This design comes from an exercise in tuning for small area, a short achievable clock period and few clock cycles per item on the open sky130 flow, not from production work. In this exercise RTL edits were held to simulation tests only and were not proved equivalent to the original. No activity file was given, so power comes from the tool's default toggle rates.

== v6 ==
==> flow/design.v <==
module cakeLane
#(
	parameter bit FallsDown = 1'b1,
	parameter logic [1:0] Speed = 2'd1,
	parameter logic [53:0] StartY = '0,
	parameter int NumWrap = 6,
	parameter logic [17:0] WrapOrder = '0
)(
	input logic update,
	input logic rst,
	input logic step,
	output logic [8:0] ringShift,
	output logic [8:0] driftShift,
	input logic [8:0] ringY,
	input logic [9:0] driftY,
	input logic qYHigh,
	output logic [5:0] rowHit
);
	localparam int CakesPerLane = 6;
	localparam int Ring = 480 / Speed;
	localparam int CakeSize = 20;
	localparam int CountW = FallsDown ? 9 : $clog2(Ring);
	logic [CountW-1:0] count;
	logic [7:0] drift;
	logic [2:0] wraps;
	logic [CakesPerLane-1:0] wrapped;
	logic atEdge;
	logic roundEnd;
	logic [CountW-1:0] countNext;
	logic [7:0] driftUp;
	if (Speed == 2'd2)
	begin : gShift2
		assign ringShift = 9'({count, 1'b0});
	end
	else
	begin : gShift1
		assign ringShift = 9'(count);
	end
	assign driftShift = {drift, 1'b0};
	function automatic logic inWindow9(input logic [8:0] pos, input int lo);
		int a;
		int b;
		a = (lo + 1) % 512;
		b = (lo + CakeSize - 1) % 512;
		if (a <= b)
			inWindow9 = (pos >= 9'(a)) && (pos <= 9'(b));
		else
			inWindow9 = (pos >= 9'(a)) || (pos <= 9'(b));
	endfunction
	function automatic logic inWindow10(input logic [9:0] pos, input int lo);
		int a;
		int b;
		a = (lo + 1) % 1024;
		b = (lo + CakeSize - 1) % 1024;
		if (a <= b)
			inWindow10 = (pos >= 10'(a)) && (pos <= 10'(b));
		else
			inWindow10 = (pos >= 10'(a)) || (pos <= 10'(b));
	endfunction
	function automatic logic [CountW-1:0] countAt(input int m);
		countAt = FallsDown ? CountW'((512 - m) % 512) : CountW'(m);
	endfunction
	function automatic int edgeMoves(input int w);
		int k;
		k = int'(StartY[9*WrapOrder[3*w +: 3] +: 9]) / int'(Speed);
		edgeMoves = FallsDown ? Ring - k : k;
	endfunction
	function automatic int wrapRank(input int c);
		wrapRank = CakesPerLane;
		for (int w = 0; w < NumWrap; w++)
			if (int'(WrapOrder[3*w +: 3]) == c)
				wrapRank = w;
	endfunction
	assign countNext[0] = !count[0];
	for (genvar i = 1; i < CountW; i++)
	begin : gCountNext
		if (FallsDown)
			assign countNext[i] = count[i] ^ !(|count[i-1:0]);
		else
			assign countNext[i] = count[i] ^ (&count[i-1:0]);
	end
	assign driftUp[0] = !drift[0];
	for (genvar i = 1; i < 8; i++)
	begin : gDriftUp
		assign driftUp[i] = drift[i] ^ (&drift[i-1:0]);
	end
	always_comb
	begin
		for (int c = 0; c < CakesPerLane; c++)
		begin
			int s;
			s = int'(StartY[9*c +: 9]);
			wrapped[c] = (wraps > 3'(wrapRank(c)));
			if (Speed != 2'd1 && s % 2 == 1)
				rowHit[c] = ({drift, 1'b0} > 9'(s)) ? inWindow10(driftY, s + 512) : inWindow10(driftY, s);
			else if (wrapped[c])
				rowHit[c] = !qYHigh && inWindow9(ringY, FallsDown ? s + 32 : s + 512 - 32);
			else
				rowHit[c] = !qYHigh && inWindow9(ringY, s);
		end
	end
	always_ff @(posedge update)
	begin
		if (rst)
		begin
			count <= '0;
			drift <= '0;
			wraps <= '0;
			atEdge <= 1'b0;
			roundEnd <= 1'b0;
		end
		else if (step)
		begin
			if (atEdge)
			begin
				wraps <= wraps + 3'd1;
				atEdge <= 1'b0;
			end
			else
			begin
				if (roundEnd)
				begin
					count <= '0;
					wraps <= '0;
				end
				else
					count <= countNext;
				drift <= driftUp;
				atEdge <= 1'b0;
				for (int w = 0; w < NumWrap; w++)
					if (!roundEnd && wraps == 3'(w) && count == countAt(edgeMoves(w) - 1))
						atEdge <= 1'b1;
				roundEnd <= !roundEnd && (count == countAt(Ring - 2));
			end
		end
	end
endmodule
module cakeRowAdd
#(
	parameter int W = 12
)(
	input logic [W-1:0] a,
	input logic [W-1:0] b,
	input logic cin,
	output logic [W-1:0] sum,
	output logic carry5
);
	logic [W-1:0] p0;
	logic [W-1:0] g;
	logic [W-1:0] p;
	always_comb
	begin
		p0 = a ^ b;
		g = a & b;
		p = p0;
		g[0] = g[0] | (p0[0] & cin);
		for (int d = 1; d < W; d = 2 * d)
			for (int i = W - 1; i >= d; i--)
			begin
				g[i] = g[i] | (p[i] & g[i-d]);
				p[i] = p[i] & p[i-d];
			end
		carry5 = g[4];
		sum[0] = p0[0] ^ cin;
		for (int i = 1; i < W; i++)
			sum[i] = p0[i] ^ g[i-1];
	end
endmodule
module pixelQueryFifo
(
	input logic update,
	input logic rst,
	input logic pixelReq,
	input logic stepLate,
	input logic [9:0] pixelX,
	input logic [9:0] pixelY,
	output logic pixelAck,
	input logic [35:0] laneRingShift,
	input logic [8:0] driftShift,
	output logic qValid,
	output logic [3:0] qLane,
	output logic qYHigh,
	output logic [35:0] qRingY,
	output logic [9:0] qDriftY,
	input logic qPop
);
	localparam int CakeSize = 20;
	localparam logic [39:0] LaneX = {10'd510, 10'd240, 10'd100, 10'd65};
	logic push;
	logic room;
	logic [3:0] inLane;
	logic takenValid;
	logic [3:0] takenLane;
	logic [9:0] takenY;
	logic [8:0] shiftNow;
	logic [8:0] shift;
	logic [9:0] frameNext;
	logic carry5;
	logic [3:0] ring2HighNext;
	logic [9:0] frame;
	logic [3:0] ring2High;
	assign room = !takenValid || qPop;
	assign push = pixelReq && !pixelAck && room && !stepLate;
	always_comb
	begin
		shiftNow = '0;
		for (int l = 0; l < 4; l++)
			shiftNow = shiftNow | (inLane[l] ? ((l == 2) ? driftShift : laneRingShift[9*l +: 9]) : 9'd0);
	end
	always_comb
	begin
		for (int l = 0; l < 4; l++)
			inLane[l] = (pixelX > LaneX[10*l +: 10]) && ({1'b0, pixelX} < {1'b0, LaneX[10*l +: 10]} + 11'(CakeSize));
	end
	always_ff @(posedge update)
	begin
		if (rst)
		begin
			pixelAck <= 1'b0;
			takenValid <= 1'b0;
			qValid <= 1'b0;
		end
		else
		begin
			if (push)
				pixelAck <= 1'b1;
			else if (!pixelReq)
				pixelAck <= 1'b0;
			if (push)
				takenValid <= 1'b1;
			else if (qPop)
				takenValid <= 1'b0;
			qValid <= takenValid && !qPop;
		end
	end
	always_ff @(posedge update)
	begin
		if (room)
		begin
			takenLane <= inLane;
			takenY <= pixelY;
			shift <= shiftNow;
		end
	end
	cakeRowAdd #(.W(10)) frameAdd (
		.a(takenY),
		.b({1'b0, shift}),
		.cin(1'b0),
		.sum(frameNext),
		.carry5(carry5)
	);
	logic [3:0] ring2High0;
	logic [3:0] ring2High1;
	assign ring2High0 = takenY[8:5] + laneRingShift[18+5 +: 4];
	assign ring2High1 = takenY[8:5] + laneRingShift[18+5 +: 4] + 4'd1;
	assign ring2HighNext = carry5 ? ring2High1 : ring2High0;
	always_ff @(posedge update)
	begin
		qLane <= takenLane;
		qYHigh <= takenY[9];
		frame <= frameNext;
		ring2High <= ring2HighNext;
	end
	always_comb
	begin
		qRingY = {frame[8:0], {ring2High, frame[4:0]}, frame[8:0], frame[8:0]};
		qDriftY = frame;
	end
endmodule
module cakeHitTester
(
	input logic update,
	input logic rst,
	input logic qValid,
	input logic [3:0] qLane,
	output logic qPop,
	input logic [23:0] rowHit,
	output logic hitReq,
	output logic [23:0] hitMask,
	input logic hitAck
);
	localparam int NumLanes = 4;
	localparam int CakesPerLane = 6;
	logic [23:0] hitNow;
	always_comb
	begin
		for (int l = 0; l < NumLanes; l++)
			for (int c = 0; c < CakesPerLane; c++)
				hitNow[l * CakesPerLane + c] = qLane[l] && rowHit[l * CakesPerLane + c];
	end
	assign qPop = qValid && !hitReq && !hitAck;
	always_ff @(posedge update)
	begin
		if (rst)
			hitReq <= 1'b0;
		else if (qPop)
			hitReq <= 1'b1;
		else if (hitAck)
			hitReq <= 1'b0;
	end
	always_ff @(posedge update)
	begin
		if (!hitReq)
			hitMask <= hitNow;
	end
endmodule
module cakeField
(
	input logic update,
	input logic rst,
	input logic step,
	input logic pixelReq,
	input logic [9:0] pixelX,
	input logic [9:0] pixelY,
	output logic pixelAck,
	output logic hitReq,
	output logic [23:0] hitMask,
	input logic hitAck
);
	localparam int NumLanes = 4;
	localparam logic [3:0] LaneFallsDown = 4'b1001;
	localparam logic [7:0] LaneSpeed = {2'd1, 2'd2, 2'd1, 2'd1};
	localparam logic [215:0] LaneStartY = {
		{9'd400, 9'd330, 9'd255, 9'd200, 9'd100, 9'd20},
		{9'd375, 9'd350, 9'd210, 9'd180, 9'd75, 9'd25},
		{9'd440, 9'd340, 9'd290, 9'd220, 9'd150, 9'd50},
		{9'd450, 9'd370, 9'd290, 9'd200, 9'd150, 9'd70}
	};
	localparam logic [15:0] LaneNumWrap = {4'd6, 4'd3, 4'd6, 4'd6};
	localparam logic [71:0] LaneWrapOrder = {
		{3'd0, 3'd1, 3'd2, 3'd3, 3'd4, 3'd5},
		{3'd0, 3'd0, 3'd0, 3'd4, 3'd3, 3'd2},
		{3'd5, 3'd4, 3'd3, 3'd2, 3'd1, 3'd0},
		{3'd0, 3'd1, 3'd2, 3'd3, 3'd4, 3'd5}
	};
	logic [23:0] rowHit;
	logic qValid;
	logic [3:0] qLane;
	logic qYHigh;
	logic qPop;
	logic [35:0] laneRingShift;
	logic [35:0] laneDriftShift;
	logic [35:0] qRingY;
	logic [9:0] qDriftY;
	logic stepLate;
	always_ff @(posedge update)
	begin
		if (rst)
			stepLate <= 1'b0;
		else
			stepLate <= step;
	end
	for (genvar g = 0; g < NumLanes; g++)
	begin : gLane
		cakeLane #(
			.FallsDown(LaneFallsDown[g]),
			.Speed(LaneSpeed[2*g +: 2]),
			.StartY(LaneStartY[54*g +: 54]),
			.NumWrap(int'(LaneNumWrap[4*g +: 4])),
			.WrapOrder(LaneWrapOrder[18*g +: 18])
		) lane (
			.update(update),
			.rst(rst),
			.step(stepLate),
			.ringShift(laneRingShift[9*g +: 9]),
			.driftShift(laneDriftShift[9*g +: 9]),
			.ringY(qRingY[9*g +: 9]),
			.driftY(qDriftY),
			.qYHigh(qYHigh),
			.rowHit(rowHit[6*g +: 6])
		);
	end
	pixelQueryFifo queryFifo (
		.update(update),
		.rst(rst),
		.pixelReq(pixelReq),
		.stepLate(stepLate),
		.pixelX(pixelX),
		.pixelY(pixelY),
		.pixelAck(pixelAck),
		.laneRingShift(laneRingShift),
		.driftShift(laneDriftShift[18 +: 9]),
		.qValid(qValid),
		.qLane(qLane),
		.qYHigh(qYHigh),
		.qRingY(qRingY),
		.qDriftY(qDriftY),
		.qPop(qPop)
	);
	cakeHitTester hitTester (
		.update(update),
		.rst(rst),
		.qValid(qValid),
		.qLane(qLane),
		.qPop(qPop),
		.rowHit(rowHit),
		.hitReq(hitReq),
		.hitMask(hitMask),
		.hitAck(hitAck)
	);
endmodule
Settings: LEC_CHECK=0, CAP_MARGIN=20, CORE_MARGIN=2, CORE_UTILIZATION=40, CTS_BUF_LIST=sky130_fd_sc_hd__clkbuf_4 sky130_fd_sc_hd__clkbuf_8, SETUP_SLACK_MARGIN=2.2, SLEW_MARGIN=20; clock period 4.5 ns.
standard.sh (not shown) runs the stock make flow with config.mk's settings and CLKGATE_MAP_FILE= SYNTH_SCRIPT=/design/flow/synth_recipe.tcl, a recipe that flattens the netlist after the stock synthesis.
==> flow/flow/run.sh <==
#!/bin/bash
# Own layout flow: the standard flow, with the port buffers made from
# plain buffers (the standard flow picks a slow delay cell for them) and
# with the resizer free to swap a cell for one of another footprint.
# Synthesis is the standard one except that it leaves adders to ABC
# instead of mapping them to the library's full/half adder cells
# (ADDER_MAP_FILE empty); registers and their names are unchanged.
set -euo pipefail
bash standard.sh ADDER_MAP_FILE= synth > synth.log 2>&1
bash standard.sh \
	ADDER_MAP_FILE= \
	"BUFFER_PORTS_ARGS=-buffer_cell sky130_fd_sc_hd__buf_2" \
	MATCH_CELL_FOOTPRINT=0 \
	finish > layout.log 2>&1
Testbench counts of v6, summed over its fixed seeds: cycles 7,096, queries 3,072.
Relative to v6, the following input files were edited for v7:
diff --git a/flow/design.v b/flow/design.v
--- a/flow/design.v
+++ b/flow/design.v
@@ -168,13 +168,12 @@
 endmodule
 module pixelQueryFifo
 (
 	input logic update,
 	input logic rst,
 	input logic pixelReq,
-	input logic stepLate,
 	input logic [9:0] pixelX,
 	input logic [9:0] pixelY,
 	output logic pixelAck,
 	input logic [35:0] laneRingShift,
 	input logic [8:0] driftShift,
 	output logic qValid,
@@ -184,26 +183,24 @@
 	output logic [9:0] qDriftY,
 	input logic qPop
 );
 	localparam int CakeSize = 20;
 	localparam logic [39:0] LaneX = {10'd510, 10'd240, 10'd100, 10'd65};
 	logic push;
-	logic room;
 	logic [3:0] inLane;
 	logic takenValid;
 	logic [3:0] takenLane;
 	logic [9:0] takenY;
 	logic [8:0] shiftNow;
 	logic [8:0] shift;
 	logic [9:0] frameNext;
 	logic carry5;
 	logic [3:0] ring2HighNext;
 	logic [9:0] frame;
 	logic [3:0] ring2High;
-	assign room = !takenValid || qPop;
-	assign push = pixelReq && !pixelAck && room && !stepLate;
+	assign push = pixelReq && !pixelAck && !takenValid;
 	always_comb
 	begin
 		shiftNow = '0;
 		for (int l = 0; l < 4; l++)
 			shiftNow = shiftNow | (inLane[l] ? ((l == 2) ? driftShift : laneRingShift[9*l +: 9]) : 9'd0);
 	end
@@ -225,20 +222,23 @@
 			if (push)
 				pixelAck <= 1'b1;
 			else if (!pixelReq)
 				pixelAck <= 1'b0;
 			if (push)
 				takenValid <= 1'b1;
-			else if (qPop)
+			else if (!qValid)
 				takenValid <= 1'b0;
-			qValid <= takenValid && !qPop;
+			if (!qValid)
+				qValid <= takenValid;
+			else if (qPop)
+				qValid <= 1'b0;
 		end
 	end
 	always_ff @(posedge update)
 	begin
-		if (room)
+		if (!takenValid)
 		begin
 			takenLane <= inLane;
 			takenY <= pixelY;
 			shift <= shiftNow;
 		end
 	end
@@ -253,16 +253,19 @@
 	logic [3:0] ring2High1;
 	assign ring2High0 = takenY[8:5] + laneRingShift[18+5 +: 4];
 	assign ring2High1 = takenY[8:5] + laneRingShift[18+5 +: 4] + 4'd1;
 	assign ring2HighNext = carry5 ? ring2High1 : ring2High0;
 	always_ff @(posedge update)
 	begin
-		qLane <= takenLane;
-		qYHigh <= takenY[9];
-		frame <= frameNext;
-		ring2High <= ring2HighNext;
+		if (!qValid)
+		begin
+			qLane <= takenLane;
+			qYHigh <= takenY[9];
+			frame <= frameNext;
+			ring2High <= ring2HighNext;
+		end
 	end
 	always_comb
 	begin
 		qRingY = {frame[8:0], {ring2High, frame[4:0]}, frame[8:0], frame[8:0]};
 		qDriftY = frame;
 	end
@@ -278,18 +281,20 @@
 	output logic hitReq,
 	output logic [23:0] hitMask,
 	input logic hitAck
 );
 	localparam int NumLanes = 4;
 	localparam int CakesPerLane = 6;
-	logic [23:0] hitNow;
+	logic [5:0] cakeNow;
+	logic [3:0] hitLane;
+	logic [5:0] hitCake;
 	always_comb
 	begin
+		cakeNow = '0;
 		for (int l = 0; l < NumLanes; l++)
-			for (int c = 0; c < CakesPerLane; c++)
-				hitNow[l * CakesPerLane + c] = qLane[l] && rowHit[l * CakesPerLane + c];
+			cakeNow = cakeNow | (qLane[l] ? rowHit[l * CakesPerLane +: CakesPerLane] : '0);
 	end
 	assign qPop = qValid && !hitReq && !hitAck;
 	always_ff @(posedge update)
 	begin
 		if (rst)
 			hitReq <= 1'b0;
@@ -298,13 +303,21 @@
 		else if (hitAck)
 			hitReq <= 1'b0;
 	end
 	always_ff @(posedge update)
 	begin
 		if (!hitReq)
-			hitMask <= hitNow;
+		begin
+			hitLane <= qLane;
+			hitCake <= cakeNow;
+		end
+	end
+	always_comb
+	begin
+		for (int l = 0; l < NumLanes; l++)
+			hitMask[l * CakesPerLane +: CakesPerLane] = hitLane[l] ? hitCake : '0;
 	end
 endmodule
 module cakeField
 (
 	input logic update,
 	input logic rst,
@@ -339,45 +352,36 @@
 	logic qYHigh;
 	logic qPop;
 	logic [35:0] laneRingShift;
 	logic [35:0] laneDriftShift;
 	logic [35:0] qRingY;
 	logic [9:0] qDriftY;
-	logic stepLate;
-	always_ff @(posedge update)
-	begin
-		if (rst)
-			stepLate <= 1'b0;
-		else
-			stepLate <= step;
-	end
 	for (genvar g = 0; g < NumLanes; g++)
 	begin : gLane
 		cakeLane #(
 			.FallsDown(LaneFallsDown[g]),
 			.Speed(LaneSpeed[2*g +: 2]),
 			.StartY(LaneStartY[54*g +: 54]),
 			.NumWrap(int'(LaneNumWrap[4*g +: 4])),
 			.WrapOrder(LaneWrapOrder[18*g +: 18])
 		) lane (
 			.update(update),
 			.rst(rst),
-			.step(stepLate),
+			.step(step),
 			.ringShift(laneRingShift[9*g +: 9]),
 			.driftShift(laneDriftShift[9*g +: 9]),
 			.ringY(qRingY[9*g +: 9]),
 			.driftY(qDriftY),
 			.qYHigh(qYHigh),
 			.rowHit(rowHit[6*g +: 6])
 		);
 	end
 	pixelQueryFifo queryFifo (
 		.update(update),
 		.rst(rst),
 		.pixelReq(pixelReq),
-		.stepLate(stepLate),
 		.pixelX(pixelX),
 		.pixelY(pixelY),
 		.pixelAck(pixelAck),
 		.laneRingShift(laneRingShift),
 		.driftShift(laneDriftShift[18 +: 9]),
 		.qValid(qValid),
--- outcome ---
- From v6 to v7 the numbers moved as follows: relative contribution of the clock network to total power decreased 0.3 points; inverter count of the layout excluding clock inverters increased 2.
- v7 — delay contributed by the slowest stage of the critical path 0.03 ns higher, v6 as reference
- Compared with v6, in v7 layout buffer count excluding clock buffers shows an increase of about 80%; maximum ir drop on the vdd rail decreased 5.2%; summed area of non-filler cells in the final layout rose 480 µm².
- Of v6 and v7, the run reporting the lower mean instance size in the synthesized netlist was v7.
Testbench counts of v7, summed over its fixed seeds: cycles 7,096, queries 3,072.

## separate check: timing with driven ports
How much do the figures lean on ideal ports? The routed layouts below were timed once more, with nothing changed but the port constraints. Step 1 assumes that a clkbuf_16 drives the clock port and a buf_2 every other input. Step 2 also shifts input and output timing later by t, the mid clock arrival at the registers, as if the neighbouring blocks saw the same clock. a / b / c = ideal ports / drivers / drivers and shift; a / b = the first two.
| run | t (ns) | slack for setup (ns) | hold WS [ns] |
|---|---|---|---|
| v6 | 0.476 | 2.344 / 2.344 / 1.925 | 0.349 / 0.349 / 0.349 |
| v7 | 0.472 | 2.183 / 2.183 / 1.742 | 0.424 / 0.424 / 0.424 |
After both steps every run listed still meets setup and hold. For v7, which loses most, drivers alone change the setup slack by 0.000 ns; drivers and shift together by -0.441 ns.
